From an optimization exercise on the open Yosys and OpenROAD flow, aimed at small area; shortcuts taken in it are not production practice.
Where RTL was checked, it was by simulation tests only, not by an equivalence proof against the original.
Power figures rest on the tool's default switching activity, not on a simulated workload.

// multi_color_centroid_tracker
module multi_color_centroid_tracker #(
  parameter int NUM_COLORS = 2,
  parameter int DATA_W     = 12,
  parameter int COORD_W    = 16,
  parameter int CNT_W      = 24,
  parameter int SUM_W      = 40,
  parameter int MIN_PIXELS = 64,
  localparam int SEL_W     = (NUM_COLORS > 1) ? $clog2(NUM_COLORS) : 1,
  localparam int C_W       = DATA_W / 3
) (
  input  logic                          iCLK,
  input  logic                          iRST,
  input  logic                          iEN,
  input  logic                          iFVAL,
  input  logic                          iDATA_VAL,
  input  logic [DATA_W-1:0]             iDATA,
  input  logic [COORD_W-1:0]            iX_Cont,
  input  logic [COORD_W-1:0]            iY_Cont,
  input  logic                          iCFG_WE,
  input  logic [SEL_W-1:0]              iCFG_SEL,
  input  logic [DATA_W-1:0]             iCFG_MEAN,
  input  logic [C_W-1:0]                iCFG_THRESH,
  output logic [NUM_COLORS-1:0]         oOBJ_VAL,
  output logic [NUM_COLORS*COORD_W-1:0] oX_POS,
  output logic [NUM_COLORS*COORD_W-1:0] oY_POS,
  output logic                          oDONE,
  output logic                          oBUSY,
  output logic                          oOVERRUN
);
Size in the first run: about 2800 cells after synthesis, ~470 flip-flops, roughly 140 I/O pins.
make LEC_CHECK=0 CAP_MARGIN=20 CORE_MARGIN=2 CORE_UTILIZATION=40 CTS_BUF_LIST=sky130_fd_sc_hd__clkbuf_4 SLEW_MARGIN=20 finish   # period 8.0 ns
run.sh (not shown) runs the stock make flow with config.mk's settings and CLKGATE_MAP_FILE= SYNTH_SCRIPT=/design/flow/synth_recipe.tcl, a recipe that flattens the netlist after the stock synthesis.
The starting point produced a clean layout.
==> next run, changes <==
--- a/flow/design.v
+++ b/flow/design.v
@@ -106,51 +106,37 @@
       step_x[k] = step && (ch_q == k) && (state_q == S_DIV_X);
       step_y[k] = step && (ch_q == k) && (state_q == S_DIV_Y);
     end
     w_top   = (state_q == S_DIV_Y) ? {acc_y_q[ch_q][SUM_W-1:SL_W], op_yl_q[ch_q][SL_W-1:Q_W-1]}
                                    : {acc_x_q[ch_q][SUM_W-1:SL_W], op_xl_q[ch_q][SL_W-1:Q_W-1]};
     d_cur   = {acc_cnt_q[ch_q][CNT_W-1:CL_W], op_cl_q[ch_q]};
     rem_sh  = w_top;
     diff    = {1'b0, rem_sh} - {2'b0, d_cur};
     div_ge  = ~diff[CNT_W+1];
     rem_new = div_ge ? diff[CNT_W-1:0] : rem_sh[CNT_W-1:0];
   end
-  logic [1:0] cx_q, cy_q, cc_q;
-  always_ff @(posedge iCLK) begin
-    for (int k = 0; k < 2; k++) begin
-      logic [COORD_W-1:0]        xb, yb;
-      logic [COORD_W:0]          xs, ys;
-      logic [SL_W-COORD_W:0]     xm, ym;
-      logic [CL_W-1:0]           cb;
-      logic [CL_W:0]             cs;
-      xb = clr_lo ? '0 : acc_x_q[k][COORD_W-1:0];
-      yb = clr_lo ? '0 : acc_y_q[k][COORD_W-1:0];
-      cb = clr_lo ? '0 : acc_cnt_q[k][CL_W-1:0];
-      xs = {1'b0, xb} + {1'b0, iX_Cont};
-      ys = {1'b0, yb} + {1'b0, iY_Cont};
-      cs = {1'b0, cb} + (CL_W+1)'(acc_inc[k]);
-      xm = {1'b0, clr_lo ? '0 : acc_x_q[k][SL_W-1:COORD_W]} + (SL_W-COORD_W+1)'(~clr_lo & cx_q[k]);
-      ym = {1'b0, clr_lo ? '0 : acc_y_q[k][SL_W-1:COORD_W]} + (SL_W-COORD_W+1)'(~clr_lo & cy_q[k]);
-      acc_x_q[k][COORD_W-1:0] <= acc_inc[k] ? xs[COORD_W-1:0] : xb;
-      acc_y_q[k][COORD_W-1:0] <= acc_inc[k] ? ys[COORD_W-1:0] : yb;
-      acc_cnt_q[k][CL_W-1:0]  <= cs[CL_W-1:0];
-      cx_q[k] <= acc_inc[k] & xs[COORD_W];
-      cy_q[k] <= acc_inc[k] & ys[COORD_W];
-      cc_q[k] <= cs[CL_W];
-      acc_x_q[k][SL_W-1:COORD_W] <= xm[SL_W-COORD_W-1:0];
-      acc_y_q[k][SL_W-1:COORD_W] <= ym[SL_W-COORD_W-1:0];
+  always_ff @(posedge iCLK) begin
+    for (int k = 0; k < 2; k++) begin
+      logic [SL_W:0] xl, yl;
+      logic [CL_W:0] cl;
+      xl = {1'b0, clr_lo ? '0 : acc_x_q[k][SL_W-1:0]} + (acc_inc[k] ? (SL_W+1)'(iX_Cont) : '0);
+      yl = {1'b0, clr_lo ? '0 : acc_y_q[k][SL_W-1:0]} + (acc_inc[k] ? (SL_W+1)'(iY_Cont) : '0);
+      cl = {1'b0, clr_lo ? '0 : acc_cnt_q[k][CL_W-1:0]} + (CL_W+1)'(acc_inc[k]);
+      acc_x_q[k][SL_W-1:0]   <= xl[SL_W-1:0];
+      acc_y_q[k][SL_W-1:0]   <= yl[SL_W-1:0];
+      acc_cnt_q[k][CL_W-1:0] <= cl[CL_W-1:0];
       if (step_x[k]) acc_x_q[k][SUM_W-1:SL_W] <= rem_new[CNT_W-1:SL_W-Q_W];
-      else acc_x_q[k][SUM_W-1:SL_W] <= (clr_hi ? '0 : acc_x_q[k][SUM_W-1:SL_W]) + SH_W'(xm[SL_W-COORD_W]);
+      else acc_x_q[k][SUM_W-1:SL_W] <= (clr_hi ? '0 : acc_x_q[k][SUM_W-1:SL_W]) + SH_W'(xl[SL_W]);
       if (step_y[k]) acc_y_q[k][SUM_W-1:SL_W] <= rem_new[CNT_W-1:SL_W-Q_W];
-      else acc_y_q[k][SUM_W-1:SL_W] <= (clr_hi ? '0 : acc_y_q[k][SUM_W-1:SL_W]) + SH_W'(ym[SL_W-COORD_W]);
-      acc_cnt_q[k][CNT_W-1:CL_W] <= (clr_hi ? '0 : acc_cnt_q[k][CNT_W-1:CL_W]) + CH_W'(~clr_lo & cc_q[k]);
+      else acc_y_q[k][SUM_W-1:SL_W] <= (clr_hi ? '0 : acc_y_q[k][SUM_W-1:SL_W]) + SH_W'(yl[SL_W]);
+      acc_cnt_q[k][CNT_W-1:CL_W] <= (clr_hi ? '0 : acc_cnt_q[k][CNT_W-1:CL_W]) + CH_W'(cl[CL_W]);
       acc_ovf_q[k] <= (~clr_lo & acc_ovf_q[k]) | (match[k] & ~acc_inc[k]);
     end
   end
   always_ff @(posedge iCLK) begin
     for (int k = 0; k < 2; k++) begin
       if (capture) begin
         op_xl_q[k]  <= acc_x_q[k][SL_W-1:0];
         op_yl_q[k]  <= acc_y_q[k][SL_W-1:0];
         op_cl_q[k]  <= acc_cnt_q[k][CL_W-1:0];
         op_val_q[k] <= (acc_cnt_q[k] >= CNT_W'(MIN_PIXELS)) && !acc_ovf_q[k];
       end else begin
What happened: Hold slack gets worse by 0.024 ns; wire length climbs by 3.8%; critical path depth increases by 19; clock power is about the same; setup slack gets worse by 1.6 ns; flip-flop and latch count fell by 6; design area goes up by 6.2%; total power grows by 7.5%; register-to-register slack got worse by 1.5 ns; combinational power went up by 19%; sequential power stays flat; first-iteration DRC count went down by 6.5%; die area hardly moves; cell count grows by 5.6%.
No functional check of the RTL was part of the second run of this note.

[re-timing with driven ports]
In the flow no input, the clock included, has a driving cell. The finished layouts below were timed again as built, in two steps. Step 1, drivers: a clkbuf_16 drives iCLK and a buf_2 each remaining input, both assumed. Step 2 times the ports against the registers' clock, not the clock port: input delays grow and output delays shrink by t, the midpoint of the rising clock arrivals with the driver on. a / b / c = no drivers / after step 1 / after step 2; a / b = the first two.
run | t (ns) | setup slack, ns | clock arrival spread, ns | slew at the worst register clock pin (ns)
the first run | 0.982 | 2.042 / 2.062 / 1.080 | 0.058 / 0.059 | 0.07 / 0.07
the second run | 1.027 | 0.444 / 0.479 / -0.548 | 0.068 / 0.068 | 0.07 / 0.07
Met with ideal ports but missed after step 2: setup timing in the second run. For the second run, which loses most, drivers alone change the setup slack by +0.035 ns; drivers and shift together by -0.992 ns.
